Source: an optimization exercise on an open RTL-to-GDS flow (aim: small area, a short achievable clock period and few clock cycles per item). Production flows keep margins and buffers that such runs may drop.
At most, simulation tests tie the RTL to the original design; equivalence was not proved.
Power figures rest on the tool's default switching activity, not on a simulated workload.

== lane 4 ==
==> flow/design.v <==
package mpc_pkg;
   localparam int SPEED_W  = 16;
   localparam int ABS_W    = SPEED_W + 1;
   localparam int LIMIT_W  = 15;
   localparam int HOLD_W   = 24;
   localparam int TIME_W   = 48;
   localparam int CSR_IDX_W  = 3;
   localparam int CSR_DATA_W = 24;
   localparam int QUEUE_DEPTH_DEFAULT = 2;
   localparam logic [HOLD_W-1:0] STATIONARY_HOLD_DEFAULT = 24'd200000;
   localparam logic [LIMIT_W-1:0] STAT_LIN_RESET   = 15'd20;
   localparam logic [LIMIT_W-1:0] STAT_ANG_RESET   = 15'd20;
   localparam logic [LIMIT_W-1:0] TURN_ENTER_RESET = 15'd200;
   localparam logic [LIMIT_W-1:0] TURN_EXIT_RESET  = 15'd100;
   localparam logic [LIMIT_W-1:0] ARC_ENTER_RESET  = 15'd100;
   localparam logic [LIMIT_W-1:0] ARC_EXIT_RESET   = 15'd50;
   localparam logic [HOLD_W-1:0]  ENTER_HOLD_RESET = 24'd100000;
   localparam logic [HOLD_W-1:0]  EXIT_HOLD_RESET  = 24'd200000;
   typedef enum logic [1:0] {
      PH_STRAIGHT   = 2'd0,
      PH_STATIONARY = 2'd1,
      PH_TURNING    = 2'd2,
      PH_ARC        = 2'd3
   } phase_type;
   typedef enum logic [CSR_IDX_W-1:0] {
      REG_STAT_LIN   = 3'd0,
      REG_STAT_ANG   = 3'd1,
      REG_TURN_ENTER = 3'd2,
      REG_TURN_EXIT  = 3'd3,
      REG_ARC_ENTER  = 3'd4,
      REG_ARC_EXIT   = 3'd5,
      REG_ENTER_HOLD = 3'd6,
      REG_EXIT_HOLD  = 3'd7
   } csr_index_type;
   typedef struct packed {
      logic              stationary;
      logic              turn_enter_hit;
      logic              turn_exit_hit;
      logic              arc_enter_hit;
      logic              arc_exit_hit;
      logic              discard;
      logic [TIME_W-1:0] sample_time;
   } sample_flags_type;
   typedef struct packed {
      logic [HOLD_W-1:0] enter_hold;
      logic [HOLD_W-1:0] exit_hold;
   } hold_cfg_type;
   typedef struct packed {
      phase_type phase;
      logic      pending;
   } result_type;
endpackage
module mpc_carry #(
   parameter int N = 2
) (
   input  logic [N-1:0] gen,
   input  logic [N-1:0] prop,
   input  logic         carry_in,
   output logic         carry_out
);
   localparam int LEVELS = $clog2(N);
   localparam int W      = 1 << LEVELS;
   logic [W-1:0] g, p;
   always_comb begin
      g = '0;
      p = '1;
      g[N-1:0] = gen;
      p[N-1:0] = prop;
      g[0] = gen[0] | (prop[0] & carry_in);
      for (int l = 0; l < LEVELS; l++) begin
         for (int j = 0; j < (W >> (l + 1)); j++) begin
            g[j] = g[2*j+1] | (p[2*j+1] & g[2*j]);
            p[j] = p[2*j+1] & p[2*j];
         end
      end
      carry_out = g[0];
   end
endmodule
import mpc_pkg::*;
module motion_phase_classifier #(
   parameter int                          QUEUE_DEPTH = mpc_pkg::QUEUE_DEPTH_DEFAULT,
   parameter logic [mpc_pkg::HOLD_W-1:0] STATIONARY_HOLD_US =
      mpc_pkg::STATIONARY_HOLD_DEFAULT
) (
   input  logic                                clock,
   input  logic                                reset,
   input  logic                                req_push,
   output logic                                req_full,
   input  logic signed [mpc_pkg::SPEED_W-1:0]  req_linear_speed,
   input  logic signed [mpc_pkg::SPEED_W-1:0]  req_angular_rate,
   input  logic [mpc_pkg::TIME_W-1:0]          req_sample_time,
   input  logic                                req_discard,
   output logic                                rsp_empty,
   input  logic                                rsp_pop,
   output logic [1:0]                          rsp_motion_phase,
   output logic                                rsp_switch_pending,
   input  logic                                csr_valid,
   output logic                                csr_ready,
   input  logic [mpc_pkg::CSR_IDX_W-1:0]       csr_index,
   input  logic [mpc_pkg::CSR_DATA_W-1:0]      csr_data
);
   logic [LIMIT_W-1:0] stat_lin_ff, stat_ang_ff;
   logic [LIMIT_W:0]   turn_enter_ff, turn_exit_ff, arc_enter_ff, arc_exit_ff;
   logic [HOLD_W-1:0]  enter_hold_ff, exit_hold_ff;
   logic [LIMIT_W:0]   limit_less;
   logic [1:0]        phase_ff, target, cand_target_ff;
   logic              cand_valid_ff, out_valid_ff;
   logic [TIME_W-1:0] cand_start_ff;
   logic [HOLD_W-1:0] hold;
   logic [LIMIT_W-1:0] lin_mag, ang_mag;
   logic [LIMIT_W:0]   turn_thr, arc_thr;
   logic              lin_neg, ang_neg;
   logic              take, stale, held, clear, same, stat_phase, new_cand, adopt;
   logic              stationary, turn_hit, arc_hit;
   assign csr_ready = 1'b1;
   assign limit_less = {1'b0, csr_data[LIMIT_W-1:0]} - 1'b1;
   localparam logic [LIMIT_W:0] TURN_ENTER_LESS = {1'b0, TURN_ENTER_RESET} - 1'b1;
   localparam logic [LIMIT_W:0] TURN_EXIT_LESS  = {1'b0, TURN_EXIT_RESET} - 1'b1;
   localparam logic [LIMIT_W:0] ARC_ENTER_LESS  = {1'b0, ARC_ENTER_RESET} - 1'b1;
   localparam logic [LIMIT_W:0] ARC_EXIT_LESS   = {1'b0, ARC_EXIT_RESET} - 1'b1;
   logic [HOLD_W-1:0]  wd_lo, wd_hi;
   logic [LIMIT_W:0]   wl_lo, wl_hi;
   logic [7:0]         we;
   assign wd_lo = csr_data & {HOLD_W{!reset}};
   assign wd_hi = csr_data | {HOLD_W{reset}};
   assign wl_lo = limit_less & {(LIMIT_W+1){!reset}};
   assign wl_hi = limit_less | {(LIMIT_W+1){reset}};
   always_comb begin
      for (int k = 0; k < 8; k++) we[k] = reset || (csr_valid && (csr_index == 3'(k)));
   end
   function automatic logic [HOLD_W-1:0] pick_d(input logic [HOLD_W-1:0] rv);
      for (int k = 0; k < HOLD_W; k++) pick_d[k] = rv[k] ? wd_hi[k] : wd_lo[k];
   endfunction
   function automatic logic [LIMIT_W:0] pick_l(input logic [LIMIT_W:0] rv);
      for (int k = 0; k <= LIMIT_W; k++) pick_l[k] = rv[k] ? wl_hi[k] : wl_lo[k];
   endfunction
   always_ff @(posedge clock) begin
      if (we[0]) stat_lin_ff   <= LIMIT_W'(pick_d(HOLD_W'(STAT_LIN_RESET)));
      if (we[1]) stat_ang_ff   <= LIMIT_W'(pick_d(HOLD_W'(STAT_ANG_RESET)));
      if (we[2]) turn_enter_ff <= pick_l(TURN_ENTER_LESS);
      if (we[3]) turn_exit_ff  <= pick_l(TURN_EXIT_LESS);
      if (we[4]) arc_enter_ff  <= pick_l(ARC_ENTER_LESS);
      if (we[5]) arc_exit_ff   <= pick_l(ARC_EXIT_LESS);
      if (we[6]) enter_hold_ff <= pick_d(ENTER_HOLD_RESET);
      if (we[7]) exit_hold_ff  <= pick_d(EXIT_HOLD_RESET);
   end
   assign req_full = out_valid_ff && !rsp_pop;
   assign take     = req_push && !req_full;
   always_ff @(posedge clock) begin
      if (reset)          out_valid_ff <= 1'b0;
      else if (take)      out_valid_ff <= 1'b1;
      else if (rsp_pop)   out_valid_ff <= 1'b0;
   end
   assign rsp_empty          = !out_valid_ff;
   assign rsp_motion_phase   = phase_ff;
   assign rsp_switch_pending = cand_valid_ff;
   assign lin_neg = req_linear_speed[SPEED_W-1];
   assign ang_neg = req_angular_rate[SPEED_W-1];
   assign lin_mag = req_linear_speed[LIMIT_W-1:0] ^ {LIMIT_W{lin_neg}};
   assign ang_mag = req_angular_rate[LIMIT_W-1:0] ^ {LIMIT_W{ang_neg}};
   logic lin_le_sl, ang_le_sa, ang_le_turn, lin_le_arc;
   mpc_carry #(.N(LIMIT_W + 1)) u_lin_sl (
      .gen ({1'b0, stat_lin_ff} & {1'b1, ~lin_mag}), .prop ({1'b0, stat_lin_ff} | {1'b1, ~lin_mag}),
      .carry_in (!lin_neg), .carry_out (lin_le_sl));
   mpc_carry #(.N(LIMIT_W + 1)) u_ang_sa (
      .gen ({1'b0, stat_ang_ff} & {1'b1, ~ang_mag}), .prop ({1'b0, stat_ang_ff} | {1'b1, ~ang_mag}),
      .carry_in (!ang_neg), .carry_out (ang_le_sa));
   mpc_carry #(.N(LIMIT_W + 1)) u_ang_turn (
      .gen (turn_thr & {1'b1, ~ang_mag}), .prop (turn_thr | {1'b1, ~ang_mag}),
      .carry_in (!ang_neg), .carry_out (ang_le_turn));
   mpc_carry #(.N(LIMIT_W + 1)) u_lin_arc (
      .gen (arc_thr & {1'b1, ~lin_mag}), .prop (arc_thr | {1'b1, ~lin_mag}),
      .carry_in (!lin_neg), .carry_out (lin_le_arc));
   assign turn_thr = phase_ff[1] ? turn_exit_ff : turn_enter_ff;
   assign arc_thr  = (phase_ff == PH_ARC) ? arc_exit_ff : arc_enter_ff;
   always_comb begin
      stationary = lin_le_sl && ang_le_sa;
      turn_hit   = turn_thr[LIMIT_W] || !ang_le_turn;
      arc_hit    = arc_thr[LIMIT_W]  || !lin_le_arc;
      if (stationary)    target = PH_STATIONARY;
      else if (turn_hit) target = arc_hit ? PH_ARC : PH_TURNING;
      else               target = PH_STRAIGHT;
   end
   localparam int LO_W = HOLD_W;
   logic [TIME_W-1:0] t_above, s_above;
   logic [LO_W-1:0]   lo_s, lo_k;
   logic [TIME_W:0]   held_g, held_p;
   logic              carry_top, t_after;
   assign hold    = (cand_target_ff == PH_STATIONARY) ? STATIONARY_HOLD_US :
                    (cand_target_ff == PH_STRAIGHT)   ? exit_hold_ff : enter_hold_ff;
   assign t_above = req_sample_time & ~cand_start_ff;
   assign s_above = ~req_sample_time & cand_start_ff;
   assign lo_s    = (req_sample_time[LO_W-1:0] ^ ~hold) ^ ~cand_start_ff[LO_W-1:0];
   assign lo_k    = (req_sample_time[LO_W-1:0] & ~cand_start_ff[LO_W-1:0]) |
                    (req_sample_time[LO_W-1:0] & ~hold) | (~cand_start_ff[LO_W-1:0] & ~hold);
   always_comb begin
      held_g[0] = lo_s[0];
      held_p[0] = 1'b1;
      for (int i = 1; i < LO_W; i++) begin
         held_g[i] = lo_s[i] & lo_k[i-1];
         held_p[i] = lo_s[i] | lo_k[i-1];
      end
      held_g[LO_W] = (t_above[LO_W] & lo_k[LO_W-1]) | (s_above[LO_W] & lo_k[LO_W-1]);
      held_p[LO_W] = t_above[LO_W] | (s_above[LO_W] | lo_k[LO_W-1]);
      for (int i = LO_W + 1; i < TIME_W; i++) begin
         held_g[i] = (t_above[i] & ~s_above[i-1]) | (s_above[i] & ~s_above[i-1]);
         held_p[i] = t_above[i] | (s_above[i] | ~s_above[i-1]);
      end
      held_g[TIME_W] = 1'b0;
      held_p[TIME_W] = ~s_above[TIME_W-1];
   end
   mpc_carry #(.N(TIME_W + 1)) u_held (
      .gen (held_g), .prop (held_p), .carry_in (1'b1), .carry_out (carry_top));
   mpc_carry #(.N(TIME_W)) u_stale (
      .gen (t_above), .prop (~s_above), .carry_in (1'b0), .carry_out (t_after));
   assign held  = carry_top;
   assign stale = cand_valid_ff && !t_after;
   assign clear      = req_discard || stale;
   assign same       = (target == phase_ff);
   assign stat_phase = (phase_ff == PH_STATIONARY);
   assign new_cand   = !cand_valid_ff || (cand_target_ff != target);
   assign adopt      = !same && (stat_phase || (!new_cand && held));
   always_ff @(posedge clock) begin
      if (reset) begin
         phase_ff      <= PH_STRAIGHT;
         cand_valid_ff <= 1'b0;
      end else if (take) begin
         phase_ff      <= clear ? PH_STRAIGHT : (adopt ? target : phase_ff);
         cand_valid_ff <= !clear && !same && !stat_phase && (new_cand || !held);
      end
   end
   always_ff @(posedge clock) begin
      if (take && new_cand) begin
         cand_target_ff <= target;
         cand_start_ff  <= req_sample_time;
      end
   end
endmodule
==> flow/config.mk <==
export PLATFORM = sky130hd
export DESIGN_NAME = motion_phase_classifier
export DESIGN_NICKNAME = motion_phase_classifier
export VERILOG_FILES = /design/flow/design.v
export SDC_FILE = /design/flow/constraint.sdc
export NUM_CORES = 4
export LEC_CHECK = 0
export ABC_AREA = 1
export CAP_MARGIN = 20
export CORE_MARGIN = 2
export CORE_UTILIZATION = 40
export SETUP_SLACK_MARGIN = 2.0
export SLEW_MARGIN = 20
==> flow/constraint.sdc <==
create_clock -name core_clock -period 5.5 [get_ports {clock}]
set_input_delay 1.1000 -clock core_clock [delete_from_list [all_inputs] [get_ports {clock}]]
set_output_delay 1.1000 -clock core_clock [all_outputs]
set_load 0.01 [all_outputs]
standard.sh (not shown) runs the stock make flow with config.mk's settings and CLKGATE_MAP_FILE= SYNTH_SCRIPT=/design/flow/synth_recipe.tcl, a recipe that flattens the netlist after the stock synthesis.
==> flow/flow/run.sh <==
#!/bin/bash
# The standard layout, with every port buffered by a plain buffer cell
# (repair may still resize it) instead of the default delay-buffer choice.
set -e
export BUFFER_PORTS_ARGS="-buffer_cell sky130_fd_sc_hd__buf_1"
bash standard.sh > standard.log 2>&1
Lane 4 closes out successfully: all stages finished, all timing, DRC and antenna checks passed.
Testbench counts of lane 4, summed over its fixed seeds: cycles 16,008, items 16,000.
Input changes introduced in lane 2 (baseline for comparison: lane 4):
--- a/flow/design.v
+++ b/flow/design.v
@@ -103,10 +103,11 @@
    logic [LIMIT_W:0]   turn_enter_ff, turn_exit_ff, arc_enter_ff, arc_exit_ff;
    logic [HOLD_W-1:0]  enter_hold_ff, exit_hold_ff;
    logic [LIMIT_W:0]   limit_less;
    logic [1:0]        phase_ff, target, cand_target_ff;
    logic              cand_valid_ff, out_valid_ff;
+   logic              hold_stat_ff, hold_exit_ff, hold_enter_ff;
    logic [TIME_W-1:0] cand_start_ff;
    logic [HOLD_W-1:0] hold;
    logic [LIMIT_W-1:0] lin_mag, ang_mag;
    logic [LIMIT_W:0]   turn_thr, arc_thr;
    logic              lin_neg, ang_neg;
@@ -184,12 +185,13 @@
    localparam int LO_W = HOLD_W;
    logic [TIME_W-1:0] t_above, s_above;
    logic [LO_W-1:0]   lo_s, lo_k;
    logic [TIME_W:0]   held_g, held_p;
    logic              carry_top, t_after;
-   assign hold    = (cand_target_ff == PH_STATIONARY) ? STATIONARY_HOLD_US :
-                    (cand_target_ff == PH_STRAIGHT)   ? exit_hold_ff : enter_hold_ff;
+   assign hold    = ({HOLD_W{hold_stat_ff}} & STATIONARY_HOLD_US) |
+                    ({HOLD_W{hold_exit_ff}} & exit_hold_ff) |
+                    ({HOLD_W{hold_enter_ff}} & enter_hold_ff);
    assign t_above = req_sample_time & ~cand_start_ff;
    assign s_above = ~req_sample_time & cand_start_ff;
    assign lo_s    = (req_sample_time[LO_W-1:0] ^ ~hold) ^ ~cand_start_ff[LO_W-1:0];
    assign lo_k    = (req_sample_time[LO_W-1:0] & ~cand_start_ff[LO_W-1:0]) |
                     (req_sample_time[LO_W-1:0] & ~hold) | (~cand_start_ff[LO_W-1:0] & ~hold);
@@ -230,9 +232,12 @@
       end
    end
    always_ff @(posedge clock) begin
       if (take && new_cand) begin
          cand_target_ff <= target;
+         hold_stat_ff   <= (target == PH_STATIONARY);
+         hold_exit_ff   <= (target == PH_STRAIGHT);
+         hold_enter_ff  <= target[1];
          cand_start_ff  <= req_sample_time;
       end
    end
 endmodule
[summary]
Taking lane 4 as the reference, in lane 2 leakage power has increased; combinational share of power has decreased; post-synthesis share of cell area spent on xor and xnor gates has decreased; effective utilization at floorplan has decreased; clock period minus worst slack has increased.
Comparing lane 2 and lane 4, final sequential cell count is lower on lane 4.
The worst setup path endpoint comes out cand_start_ff[47] in one run and cand_start_ff[5] in the other, namely in lane 2 and lane 4 respectively.
Area taken by multi-input logic gates went up slightly going from lane 4 to lane 2.
Compare lane 2 and lane 4 | clock power lower: lane 4
Going from lane 4 to lane 2, floorplan die height increased by 0.57% relative to the old numbers, sequential power was more or less identical.
The RTL of lane 2 was laid out without a check of its function.

========
main:
// motion_phase_classifier: RTL as listed in full above, without the edits since
==> flow/config.mk <==
export PLATFORM = sky130hd
export DESIGN_NAME = motion_phase_classifier
export DESIGN_NICKNAME = motion_phase_classifier
export VERILOG_FILES = /design/flow/design.v
export SDC_FILE = /design/flow/constraint.sdc
export NUM_CORES = 4
export LEC_CHECK = 0
export ABC_AREA = 1
export CAP_MARGIN = 20
export CORE_MARGIN = 2
export CORE_UTILIZATION = 40
export SETUP_SLACK_MARGIN = 2.5
export SLEW_MARGIN = 20
==> flow/constraint.sdc <==
create_clock -name core_clock -period 5.5 [get_ports {clock}]
set_input_delay 1.1000 -clock core_clock [delete_from_list [all_inputs] [get_ports {clock}]]
set_output_delay 1.1000 -clock core_clock [all_outputs]
set_load 0.01 [all_outputs]
Scripts as last shown in full above: flow/flow/run.sh
Testbench counts of main, summed over its fixed seeds: cycles 16,008, items 16,000.
What the feature branch does differently from main at the input level:
--- a/flow/design.v
+++ b/flow/design.v
@@ -106,9 +106,8 @@
    logic [1:0]        phase_ff, target, cand_target_ff;
    logic              cand_valid_ff, out_valid_ff;
    logic [TIME_W-1:0] cand_start_ff;
    logic [HOLD_W-1:0] hold;
-   logic [LIMIT_W-1:0] lin_mag, ang_mag;
    logic [LIMIT_W:0]   turn_thr, arc_thr;
    logic              lin_neg, ang_neg;
    logic              take, stale, held, clear, same, stat_phase, new_cand, adopt;
    logic              stationary, turn_hit, arc_hit;
@@ -153,25 +152,43 @@
    end
    assign rsp_empty          = !out_valid_ff;
    assign rsp_motion_phase   = phase_ff;
    assign rsp_switch_pending = cand_valid_ff;
+   logic [LIMIT_W-1:0] lin_lo, ang_lo;
+   logic lin_le_sl, ang_le_sa, ang_le_turn, lin_le_arc;
+   logic [1:0] lin_sl_c, ang_sa_c, ang_turn_c, lin_arc_c;
    assign lin_neg = req_linear_speed[SPEED_W-1];
    assign ang_neg = req_angular_rate[SPEED_W-1];
-   assign lin_mag = req_linear_speed[LIMIT_W-1:0] ^ {LIMIT_W{lin_neg}};
-   assign ang_mag = req_angular_rate[LIMIT_W-1:0] ^ {LIMIT_W{ang_neg}};
-   logic lin_le_sl, ang_le_sa, ang_le_turn, lin_le_arc;
-   mpc_carry #(.N(LIMIT_W + 1)) u_lin_sl (
-      .gen ({1'b0, stat_lin_ff} & {1'b1, ~lin_mag}), .prop ({1'b0, stat_lin_ff} | {1'b1, ~lin_mag}),
-      .carry_in (!lin_neg), .carry_out (lin_le_sl));
-   mpc_carry #(.N(LIMIT_W + 1)) u_ang_sa (
-      .gen ({1'b0, stat_ang_ff} & {1'b1, ~ang_mag}), .prop ({1'b0, stat_ang_ff} | {1'b1, ~ang_mag}),
-      .carry_in (!ang_neg), .carry_out (ang_le_sa));
-   mpc_carry #(.N(LIMIT_W + 1)) u_ang_turn (
-      .gen (turn_thr & {1'b1, ~ang_mag}), .prop (turn_thr | {1'b1, ~ang_mag}),
-      .carry_in (!ang_neg), .carry_out (ang_le_turn));
-   mpc_carry #(.N(LIMIT_W + 1)) u_lin_arc (
-      .gen (arc_thr & {1'b1, ~lin_mag}), .prop (arc_thr | {1'b1, ~lin_mag}),
-      .carry_in (!lin_neg), .carry_out (lin_le_arc));
+   assign lin_lo  = req_linear_speed[LIMIT_W-1:0];
+   assign ang_lo = req_angular_rate[LIMIT_W-1:0];
+   mpc_carry #(.N(LIMIT_W + 1)) u_lin_sl_p (
+      .gen ({1'b0, stat_lin_ff} & {1'b1, ~lin_lo}), .prop ({1'b0, stat_lin_ff} | {1'b1, ~lin_lo}),
+      .carry_in (1'b1), .carry_out (lin_sl_c[0]));
+   mpc_carry #(.N(LIMIT_W + 1)) u_lin_sl_n (
+      .gen ({1'b0, stat_lin_ff} & {1'b1, lin_lo}), .prop ({1'b0, stat_lin_ff} | {1'b1, lin_lo}),
+      .carry_in (1'b0), .carry_out (lin_sl_c[1]));
+   mpc_carry #(.N(LIMIT_W + 1)) u_ang_sa_p (
+      .gen ({1'b0, stat_ang_ff} & {1'b1, ~ang_lo}), .prop ({1'b0, stat_ang_ff} | {1'b1, ~ang_lo}),
+      .carry_in (1'b1), .carry_out (ang_sa_c[0]));
+   mpc_carry #(.N(LIMIT_W + 1)) u_ang_sa_n (
+      .gen ({1'b0, stat_ang_ff} & {1'b1, ang_lo}), .prop ({1'b0, stat_ang_ff} | {1'b1, ang_lo}),
+      .carry_in (1'b0), .carry_out (ang_sa_c[1]));
+   mpc_carry #(.N(LIMIT_W + 1)) u_ang_turn_p (
+      .gen (turn_thr & {1'b1, ~ang_lo}), .prop (turn_thr | {1'b1, ~ang_lo}),
+      .carry_in (1'b1), .carry_out (ang_turn_c[0]));
+   mpc_carry #(.N(LIMIT_W + 1)) u_ang_turn_n (
+      .gen (turn_thr & {1'b1, ang_lo}), .prop (turn_thr | {1'b1, ang_lo}),
+      .carry_in (1'b0), .carry_out (ang_turn_c[1]));
+   mpc_carry #(.N(LIMIT_W + 1)) u_lin_arc_p (
+      .gen (arc_thr & {1'b1, ~lin_lo}), .prop (arc_thr | {1'b1, ~lin_lo}),
+      .carry_in (1'b1), .carry_out (lin_arc_c[0]));
+   mpc_carry #(.N(LIMIT_W + 1)) u_lin_arc_n (
+      .gen (arc_thr & {1'b1, lin_lo}), .prop (arc_thr | {1'b1, lin_lo}),
+      .carry_in (1'b0), .carry_out (lin_arc_c[1]));
+   assign lin_le_sl   = lin_neg ? lin_sl_c[1]   : lin_sl_c[0];
+   assign ang_le_sa   = ang_neg ? ang_sa_c[1]   : ang_sa_c[0];
+   assign ang_le_turn = ang_neg ? ang_turn_c[1] : ang_turn_c[0];
+   assign lin_le_arc  = lin_neg ? lin_arc_c[1]  : lin_arc_c[0];
    assign turn_thr = phase_ff[1] ? turn_exit_ff : turn_enter_ff;
    assign arc_thr  = (phase_ff == PH_ARC) ? arc_exit_ff : arc_enter_ff;
    always_comb begin
       stationary = lin_le_sl && ang_le_sa;
Findings:
Comparing the feature branch against main, there is no change at all in remaining number of nets flagged by the antenna check after routing.
main → the feature branch: cell count saw an increase; design internal power saw an increase; combinational power share saw a decrease; count of mapped cells out of synthesis saw an increase; worst slew margin relative to its limit saw a decrease.
NOTE: tightest hold margin in the feature branch falls short of that of main
Comparing the feature branch and main, the lower worst clock skew is on main.
The number of nets produced by synthesis number comes out higher for the feature branch vs main.
When the final numbers for the feature branch and main were put side by side, the total global-route track usage turned out to be greater in the feature branch.
The feature branch vs main — overall power of the completed layout dropped slightly
Sequential share of layout area was lower in the feature branch than in main.
The feature branch vs. main: sum of routed wire length over all layers +3.5%; design area went up by 1.4%.
Testbench counts of the feature branch, summed over its fixed seeds: cycles 16,008, items 16,000.

## re-timing with driven ports
The results above use ideal ports. As a check the final layouts listed here were re-extracted and re-timed, cells and wires unchanged.
Step 1 assumes that a clkbuf_16 drives the clock port and a buf_2 every other input.
Step 2 times the ports against the registers' clock, not the clock port: input delays grow and output delays shrink by t, the midpoint of the rising clock arrivals with the driver on.
Three values: ideal ports, drivers, drivers and shift; two values: the first two.
| run | t (ns) | setup slack, ns | latest minus earliest clock arrival (ns) |
|---|---|---|---|
| lane 4 | 0.484 | 2.304 / 2.334 / 1.850 | 0.014 / 0.014 |
| lane 2 | 0.497 | 2.289 / 2.314 / 1.821 | 0.017 / 0.017 |
| main | 0.485 | 2.456 / 2.455 / 1.970 | 0.015 / 0.016 |
| the feature branch | 0.478 | 2.344 / 2.344 / 2.022 | 0.021 / 0.021 |
After both steps every run listed still meets setup and hold. For main, which loses most, drivers alone change the setup slack by -0.001 ns; drivers and shift together by -0.486 ns.
